Context: an optimization exercise on an open-source flow, tuned for small area and a short achievable clock period. The choices shown serve that exercise and are no tape-out recipe. Where RTL was checked, it was by simulation tests only, not by an equivalence proof against the original. Power figures rest on the tool's default switching activity, not on a simulated workload.

== alpha ==
==> module boot_rom, before the edit <==
module boot_rom (
  input  logic             clk,
  input  logic             rst_n,
  input  logic             clken,
  input  imem_pkg::iaddr_t fetch_addr,
  output imem_pkg::instr_t instruction,
  output logic             ready,
  input  logic             spi_miso,
  output logic             spi_cs,
  output logic             spi_sclk,
  output logic             spi_mosi
);
  localparam logic [5:0] PHASE0 = 6'd46;
  imem_pkg::iaddr_t phase, phase_n;
  logic [3:0]       dlo, dhi;
  logic [2:0]       a_lo, a_hi;
  localparam int HSEL_LANES = 4;
  logic [7:0]       sel_lo, late;
  logic [imem_pkg::INSTR_W/HSEL_LANES-1:0][7:0] sel_hi;
  logic             take;
  logic             hold;
  logic             ins;
  logic [3:0]       bit_j;
  assign a_lo = fetch_addr[3:1];
  assign a_hi = {fetch_addr[0], fetch_addr[5:4]};
  assign phase_n = !rst_n ? PHASE0 : phase + 6'd1;
  function automatic logic [3:0] diff_bits(input logic [2:0] p);
    diff_bits = {p[2] ^ (p[1:0] != 2'd3), p[2] ^ !p[1], p[2] ^ (p[1:0] == 2'd0), p[1] ^ !p[0]};
  endfunction
  always_ff @(posedge clk) begin
    phase <= phase_n;
    dlo   <= diff_bits(phase_n[2:0]);
    dhi   <= diff_bits(phase_n[5:3]);
    for (int x = 1; x < 8; x++) begin
      late[x] <= (3'(x) > phase_n[2:0]);    
    end
  end
  assign late[0] = 1'b0;
  imem_addr_dec #(.HSEL_COPIES(imem_pkg::INSTR_W / HSEL_LANES)) u_dec (
    .a_lo  (a_lo),
    .a_hi  (a_hi),
    .phase (phase),
    .dlo   (dlo),
    .dhi   (dhi),
    .late  (late),
    .take  (take),
    .sel_lo(sel_lo),
    .sel_hi(sel_hi)
  );
  assign take = rst_n && clken && ready;
  assign hold = rst_n && !(clken && ready);
  spi_flash_reader u_reader (
    .clk     (clk),
    .rst_n   (rst_n),
    .clken   (clken),
    .ins     (ins),
    .bit_j   (bit_j),
    .ready   (ready),
    .spi_cs  (spi_cs),
    .spi_sclk(spi_sclk),
    .spi_mosi(spi_mosi),
    .spi_miso(spi_miso)
  );
  for (genvar b = 0; b < imem_pkg::INSTR_W; b++) begin : g_lane
    imem_bank #(.INS(2 * (imem_pkg::INSTR_W - 1 - b))) u_lane (
      .clk (clk),
      .ins (ins && (bit_j == 4'(imem_pkg::INSTR_W - 1 - b))),
      .din (spi_miso),
      .sel_lo(sel_lo),
      .sel_hi(sel_hi[b / HSEL_LANES]),
      .hold  (hold),
      .fbit  (instruction[b])
    );
  end
endmodule
==> module imem_addr_dec, before the edit <==
module imem_addr_dec #(
  parameter int HSEL_COPIES = 1
) (
  input  logic [2:0] a_lo,
  input  logic [2:0] a_hi,
  input  logic [5:0] phase,
  input  logic [3:0] dlo,
  input  logic [3:0] dhi,
  input  logic [7:0] late,     
  input  logic       take,
  output logic [7:0] sel_lo,
  output logic [HSEL_COPIES-1:0][7:0] sel_hi
);
  logic [7:0] hi0, a_lo_hot;
  function automatic logic [2:0] minus(input logic [2:0] p, input logic [3:0] d, input int x);
    logic b2;
    case (x % 4)
      0: b2 = p[2];
      1: b2 = d[1];
      2: b2 = d[2];
      default: b2 = d[3];
    endcase
    minus = {b2 ^ 1'((x / 4) % 2), ((x % 2) ? d[0] : p[1]) ^ 1'((x / 2) % 2), p[0] ^ 1'(x % 2)};
  endfunction
  always_comb begin
    for (int x = 0; x < 8; x++) begin
      sel_lo[x]   = (a_lo == minus(phase[2:0], dlo, x));    
      hi0[x]      = (a_hi == minus(phase[5:3], dhi, x));    
      a_lo_hot[x] = (a_lo == 3'(x));
    end
  end
  for (genvar k = 0; k < HSEL_COPIES; k++) begin : g_hsel
    logic borrow;
    imem_andor8 u_borrow (
      .sel(a_lo_hot),
      .d  (late),
      .y  (borrow)
    );
    imem_hsel u_hsel (
      .hi0   (hi0),
      .borrow(borrow),
      .take  (take),
      .sel_hi(sel_hi[k])
    );
  end
endmodule
==> flow/config.mk <==
export PLATFORM = sky130hd
export DESIGN_NAME = boot_rom
export DESIGN_NICKNAME = boot_rom
export VERILOG_FILES = /design/flow/design.v
export SDC_FILE = /design/flow/constraint.sdc
export NUM_CORES = 4
export LEC_CHECK = 0
export CAP_MARGIN = 20
export CORE_MARGIN = 2
export CORE_UTILIZATION = 65
export CTS_CLUSTER_DIAMETER = 100
export CTS_CLUSTER_SIZE = 30
export PLACE_DENSITY = 0.75
export SETUP_SLACK_MARGIN = 2.0
export SLEW_MARGIN = 20
export SYNTH_HIERARCHICAL = 1
export TNS_END_PERCENT = 10
==> flow/constraint.sdc <==
create_clock -name core_clock -period 4.0 [get_ports {clk}]
set_input_delay 0.8000 -clock core_clock [delete_from_list [all_inputs] [get_ports {clk}]]
set_output_delay 0.8000 -clock core_clock [all_outputs]
set_load 0.01 [all_outputs]
run.sh (not shown) runs the stock make flow with config.mk's settings and CLKGATE_MAP_FILE= SYNTH_SCRIPT=/design/flow/synth_recipe.tcl, a recipe that flattens the netlist after the stock synthesis.
--- input diff alpha..beta ---
--- a/flow/design.v
+++ b/flow/design.v
@@ -179,15 +179,13 @@
   output logic             spi_mosi
 );
   localparam logic [5:0] PHASE0 = 6'd46;
   imem_pkg::iaddr_t phase, phase_n;
   logic [3:0]       dlo, dhi;
   logic [2:0]       a_lo, a_hi;
-  localparam int HSEL_LANES = 4;
-  logic [7:0]       sel_lo, late;
-  logic [imem_pkg::INSTR_W/HSEL_LANES-1:0][7:0] sel_hi;
+  logic [7:0]       sel_lo, sel_hi, hi0, late;
   logic             take;
   logic             hold;
   logic             ins;
   logic [3:0]       bit_j;
   assign a_lo = fetch_addr[3:1];
   assign a_hi = {fetch_addr[0], fetch_addr[5:4]};
@@ -201,13 +199,13 @@
     dhi   <= diff_bits(phase_n[5:3]);
     for (int x = 1; x < 8; x++) begin
       late[x] <= (3'(x) > phase_n[2:0]);    
     end
   end
   assign late[0] = 1'b0;
-  imem_addr_dec #(.HSEL_COPIES(imem_pkg::INSTR_W / HSEL_LANES)) u_dec (
+  imem_addr_dec u_dec (
     .a_lo  (a_lo),
     .a_hi  (a_hi),
     .phase (phase),
     .dlo   (dlo),
     .dhi   (dhi),
     .late  (late),
@@ -232,32 +230,31 @@
   for (genvar b = 0; b < imem_pkg::INSTR_W; b++) begin : g_lane
     imem_bank #(.INS(2 * (imem_pkg::INSTR_W - 1 - b))) u_lane (
       .clk (clk),
       .ins (ins && (bit_j == 4'(imem_pkg::INSTR_W - 1 - b))),
       .din (spi_miso),
       .sel_lo(sel_lo),
-      .sel_hi(sel_hi[b / HSEL_LANES]),
+      .sel_hi(sel_hi),
       .hold  (hold),
       .fbit  (instruction[b])
     );
   end
 endmodule
-module imem_addr_dec #(
-  parameter int HSEL_COPIES = 1
-) (
+module imem_addr_dec (
   input  logic [2:0] a_lo,
   input  logic [2:0] a_hi,
   input  logic [5:0] phase,
   input  logic [3:0] dlo,
   input  logic [3:0] dhi,
   input  logic [7:0] late,     
   input  logic       take,
   output logic [7:0] sel_lo,
-  output logic [HSEL_COPIES-1:0][7:0] sel_hi
+  output logic [7:0] sel_hi
 );
   logic [7:0] hi0, a_lo_hot;
+  logic       borrow;
   function automatic logic [2:0] minus(input logic [2:0] p, input logic [3:0] d, input int x);
     logic b2;
     case (x % 4)
       0: b2 = p[2];
       1: b2 = d[1];
       2: b2 = d[2];
@@ -269,26 +266,23 @@
     for (int x = 0; x < 8; x++) begin
       sel_lo[x]   = (a_lo == minus(phase[2:0], dlo, x));    
       hi0[x]      = (a_hi == minus(phase[5:3], dhi, x));    
       a_lo_hot[x] = (a_lo == 3'(x));
     end
   end
-  for (genvar k = 0; k < HSEL_COPIES; k++) begin : g_hsel
-    logic borrow;
-    imem_andor8 u_borrow (
-      .sel(a_lo_hot),
-      .d  (late),
-      .y  (borrow)
-    );
-    imem_hsel u_hsel (
-      .hi0   (hi0),
-      .borrow(borrow),
-      .take  (take),
-      .sel_hi(sel_hi[k])
-    );
-  end
+  imem_andor8 u_borrow (
+    .sel(a_lo_hot),
+    .d  (late),
+    .y  (borrow)
+  );
+  imem_hsel u_hsel (
+    .hi0   (hi0),
+    .borrow(borrow),
+    .take  (take),
+    .sel_hi(sel_hi)
+  );
 endmodule
 module imem_hsel (
   input  logic [7:0] hi0,
   input  logic       borrow,
   input  logic       take,
   output logic [7:0] sel_hi
[summary]
- Worst hold slack: beta > alpha
- beta: number of non-filler instances in the completed layout is 108 lower than what alpha reported.
- Area after synthesis in beta vs alpha: down 1.8%
- Wire length shrinks by a few percent when moving from alpha to beta.
- Net switching power figure, alpha and beta, lower one = beta.
- Summary — worst path setup slack after routing, beta relative to alpha: higher, by 0.070 ns.
Testbench counts of beta, summed over its fixed seeds: boot cycles 51,816.
The RTL of alpha was laid out without a check of its function.

re-timing with driven ports:
The flow's constraints put no driver on any port. The routed layouts listed below were extracted and timed again, unchanged, in two steps.
Step 1: set_driving_cell puts a clkbuf_16 on clk and a buf_2 on each other input, an assumption about the parent block.
Step 2, shift: input delay + t, output delay - t, t = (earliest + latest rising clock arrival at the registers) / 2. This alone moves slack from input paths to output paths.
Slacks: ideal / step 1 / step 2; pairs: ideal / step 1.
| run | shift t [ns] | setup WS [ns] | worst setup path at the end | clock arrival spread, ns | slew at the worst register clock pin (ns) |
|---|---|---|---|---|---|
| alpha | 0.657 | 1.735 / 1.701 / 1.044 | input to register | 0.039 / 0.039 | 0.11 / 0.11 |
| beta | 0.657 | 1.805 / 1.805 / 1.191 | input to register | 0.045 / 0.045 | 0.11 / 0.11 |
After both steps setup and hold are still met in every run listed. For alpha, which loses most, drivers alone change the setup slack by -0.034 ns; drivers and shift together by -0.691 ns.
